This design comes from an exercise in tuning for small area, a short achievable clock period and few clock cycles per item on the open sky130 flow, not from production work.
RTL that was checked went through simulation tests only; none was proved equivalent to the original.

==> flow/design.v (excerpt) <==
module math_expression_inverse #(
  parameter int W = 32
) (
  input  logic                  clk,
  input  logic                  reset,
  input  logic                  start,
  input  logic signed [2*W+3:0] q,
  input  logic                  rmd,
  input  logic signed [W-1:0]   a,
  input  logic signed [W-1:0]   b,
  input  logic signed [W-1:0]   d,
  output logic signed [W-1:0]   c,
  output logic                  valid,
  output logic                  busy,
  output logic                  err_div0,
  output logic                  inexact,
  output logic                  ovf
);
==> flow/config.mk <==
export PLATFORM = sky130hd
export DESIGN_NAME = math_expression_inverse
export DESIGN_NICKNAME = math_expression_inverse
export VERILOG_FILES = /design/flow/design.v
export SDC_FILE = /design/flow/constraint.sdc
export NUM_CORES = 4
export LEC_CHECK = 0
export CAP_MARGIN = 20
export CORE_MARGIN = 2
export CORE_UTILIZATION = 40
export CTS_BUF_LIST = sky130_fd_sc_hd__clkbuf_8
export SETUP_SLACK_MARGIN = 4.0
export SLEW_MARGIN = 20
==> flow/constraint.sdc <==
create_clock -name core_clock -period 8.5 [get_ports {clk}]
set_input_delay 1.7000 -clock core_clock [delete_from_list [all_inputs] [get_ports {clk}]]
set_output_delay 1.7000 -clock core_clock [all_outputs]
set_load 0.01 [all_outputs]
run.sh (not shown) runs the stock make flow with config.mk's settings and CLKGATE_MAP_FILE= SYNTH_SCRIPT=/design/flow/synth_recipe.tcl, a recipe that flattens the netlist after the stock synthesis.
Testbench counts at the start, summed over its fixed seeds: cycles 44,605, jobs 1,920.
Rerun with:
--- a/flow/design.v
+++ b/flow/design.v
@@ -45,29 +45,31 @@
   logic n_co, d1_co;
   mei_add #(.N(NB)) u_n (.a(qr), .b({{(NB-W-2){rr[W-1]}}, rr, 2'b00}), .ci(1'b0), .s(n_s), .co(n_co));
   mei_add #(.N(W+1)) u_d1 (.a(dx), .b(~d3[W:0]), .ci(1'b1), .s(d1_s), .co(d1_co));
   logic [K-1:0] t_top;
   logic [W+1:0] d_t;
   logic         skip;
   assign t_top = {qr[NB-1 -: 2], qr[NB-3 -: K-2] ^ {(K-2){sn}}};
-  assign d_t   = {2'b00, t_top} + {dx[W], dx} + (W+2)'(dc);
+  logic         d_t_co;
+  mei_add #(.N(W+2)) u_t (.a({2'b00, t_top}), .b({dx[W], dx}), .ci(dc), .s(d_t), .co(d_t_co));
   assign skip  = (st == FIRST) & d_t[W+1];
   logic          x1, x2;
   logic [W:0]    rsh;            
   logic [W+1:0]  rsh4;           
   logic [W+1:0]  df1;            
   logic [W+3:0]  dfa, dfc;       
   logic          t1, t2, t3;
   assign x1   = qr[NB-1];
   assign x2   = qr[NB-2];
   assign rsh  = {rr, x1};
   assign rsh4 = {rr, x1, x2};
-  assign df1  = {1'b0, rsh} + {dx[W], dx} + (W+2)'(dc);
-  assign dfa  = {2'b00, rsh4} + {{3{dx[W]}}, dx} + (W+4)'(dc);
-  assign dfc  = {2'b00, rsh4} + {d3[W+2], d3} + (W+4)'(dc);
+  logic df1_co, dfa_co, dfc_co;
+  mei_add #(.N(W+2)) u_s1 (.a({1'b0, rsh}), .b({dx[W], dx}), .ci(dc), .s(df1), .co(df1_co));
+  mei_add #(.N(W+4)) u_sa (.a({2'b00, rsh4}), .b({{3{dx[W]}}, dx}), .ci(dc), .s(dfa), .co(dfa_co));
+  mei_add #(.N(W+4)) u_sc (.a({2'b00, rsh4}), .b({d3[W+2], d3}), .ci(dc), .s(dfc), .co(dfc_co));
   assign t1   = ~dfa[W+3];
   assign t2   = ~df1[W+1];
   assign t3   = ~dfc[W+3];
   logic [3:0] fk;                
   assign fk[0] = ones({2'b00, rsh4}, {{3{dx[W]}}, dx}, dc);
   assign fk[1] = ones({3'b000, rsh}, {{3{dx[W]}}, dx}, dc) & x2;
   assign fk[2] = ones({2'b00, rsh4}, {d3[W+2], d3}, dc);
The changed run went through all stages and came out clean; fmax rose by about 0.3%; via count fell by 5.5%; final cell count fell by about 4.7%; critical path depth rose by 9; die area fell by about 2.3%; routed wire length fell by about 7%.
Testbench counts after the change, summed over its fixed seeds: cycles 44,605, jobs 1,920.

* * *

== P ==
math_expression_inverse, a different RTL version from the one above (not shown whole).
For scale: roughly 2,900 cells after synthesis, ~220 flip-flops, roughly 210 I/O pins, roughly 26,000 µm² of cells after synthesis.
// math_expression_inverse
module math_expression_inverse #(
  parameter int W = 32
) (
  input  logic                  clk,
  input  logic                  reset,
  input  logic                  start,
  input  logic signed [2*W+3:0] q,
  input  logic                  rmd,
  input  logic signed [W-1:0]   a,
  input  logic signed [W-1:0]   b,
  input  logic signed [W-1:0]   d,
  output logic signed [W-1:0]   c,
  output logic                  valid,
  output logic                  busy,
  output logic                  err_div0,
  output logic                  inexact,
  output logic                  ovf
);
  localparam int NB = 2*W + 6;                 
  localparam int K  = 32;                      
  localparam int NC = NB / 2;                  
  localparam int CW = $clog2(NC + 1);
  localparam logic [1:0] PREP = 2'd0, FIRST = 2'd1, RUN = 2'd2;
  logic [1:0]    st;
  logic [NB-1:0] qr;      
  logic [W-1:0]  rr;      
  logic [W:0]    dx;      
  logic [W+2:0]  d3;      
  logic          sd;      
  logic          sn;      
  logic [CW-1:0] cnt;
  logic [1:0]    r3;      
  logic          ff;      
  logic          nz;      
  logic          nz3;     
  logic [W-1:0]  qm;      
  logic          sy_r, sel_r, div0_r;
  logic dc;
  assign dc = ~sd;
  function automatic logic ones(input logic [W+3:0] a, input logic [W+3:0] b, input logic ci);
    ones = &(~(a ^ b) ~^ {a[W+2:0] & b[W+2:0], ci});
  endfunction
  logic [NB-1:0] n_s;
  logic [W:0]    d1_s;
  logic n_co, d1_co;
  mei_add #(.N(NB)) u_n (.a(qr), .b({{(NB-W-2){rr[W-1]}}, rr, 2'b00}), .ci(1'b0), .s(n_s), .co(n_co));
  mei_add #(.N(W+1)) u_d1 (.a(dx), .b(~d3[W:0]), .ci(1'b1), .s(d1_s), .co(d1_co));
  logic [K-1:0] t_top;
  logic [W+1:0] d_t;
  logic         skip;
  assign t_top = {qr[NB-1 -: 2], qr[NB-3 -: K-2] ^ {(K-2){sn}}};
  assign d_t   = {2'b00, t_top} + {dx[W], dx} + (W+2)'(dc);
  assign skip  = (st == FIRST) & d_t[W+1];
  logic          x1, x2;
  logic [W:0]    rsh;            
  logic [W+1:0]  rsh4;           
  ...
clock: 8.5 ns
lec_check: 0
cap_margin: 20
core_margin: 2
core_utilization: 40
setup_slack_margin: 4.0
slew_margin: 20
diff inputs: P => Q
-- flow/design.v --
<<< P, line 62
  assign rsh  = {rr, x1};
  assign rsh4 = {rr, x1, x2};
  assign df1  = {1'b0, rsh} + {dx[W], dx} + (W+2)'(dc);
  assign dfa  = {2'b00, rsh4} + {{3{dx[W]}}, dx} + (W+4)'(dc);
  assign dfc  = {2'b00, rsh4} + {d3[W+2], d3} + (W+4)'(dc);
  assign t1   = ~dfa[W+3];
  assign t2   = ~df1[W+1];
>>> Q, line 62
  assign rsh  = {rr, x1};
  assign rsh4 = {rr, x1, x2};
  logic df1_co, dfa_co, dfc_co;
  mei_add #(.N(W+2)) u_s1 (.a({1'b0, rsh}), .b({dx[W], dx}), .ci(dc), .s(df1), .co(df1_co));
  mei_add #(.N(W+4)) u_sa (.a({2'b00, rsh4}), .b({{3{dx[W]}}, dx}), .ci(dc), .s(dfa), .co(dfa_co));
  mei_add #(.N(W+4)) u_sc (.a({2'b00, rsh4}), .b({d3[W+2], d3}), .ci(dc), .s(dfc), .co(dfc_co));
  assign t1   = ~dfa[W+3];
  assign t2   = ~df1[W+1];
<<< P, line 144
      sd  <= d1_s[W];
      dx  <= d1_s[W] ? d1_s : ~d1_s;
      d3  <= -(W+3)'(4);
    end else if (skip) begin
      st  <= RUN;
>>> Q, line 145
      sd  <= d1_s[W];
      dx  <= d1_s[W] ? d1_s : ~d1_s;
      d3  <= ~((W+3)'(3));    
    end else if (skip) begin
      st  <= RUN;
Results
Q against P: number of global-route vias before repair fell 1,809, routed length on met3 decreased 8.9%, buffering overhead shows an increase of 0.79 points.
Re number of sinks handled by clock tree synthesis: no difference whatsoever between Q and P.
Q finished all stages; the layout is clean.
Uppermost layer routed = met5: Q; uppermost layer routed = met4: P
From P to Q the numbers moved as follows: clock-pin slew on the worst setup and hold paths held; final area went down about 4%; arrival time of data at the critical path endpoint went down 30 ps.
No run of this note included a check of the RTL's function; only the layout flow was run.

separate check: timing with driven ports:
The results above use ideal ports. As a check the final layouts listed here were re-extracted and re-timed, cells and wires unchanged.
Step 1, drivers: a clkbuf_16 drives clk and a buf_2 each remaining input, both assumed.
Step 2 times the ports against the registers' clock, not the clock port: input delays grow and output delays shrink by t, the midpoint of the rising clock arrivals with the driver on.
a / b / c = ideal / step 1 / step 2; a / b = the first two.
| run | shift t [ns] | setup WS [ns] | pins driven straight from the clock port |
|---|---|---|---|
| the first run of note 1 | 0.696 | 4.043 / 3.979 / 4.059 | 1 |
| the second run of note 1 | 0.696 | 4.057 / 4.027 / 4.057 | 1 |
| P | 0.655 | 4.020 / 4.013 / 4.020 | 1 |
| Q | 0.671 | 4.083 / 4.049 / 4.083 | 1 |
After both steps every run listed still meets setup and hold.
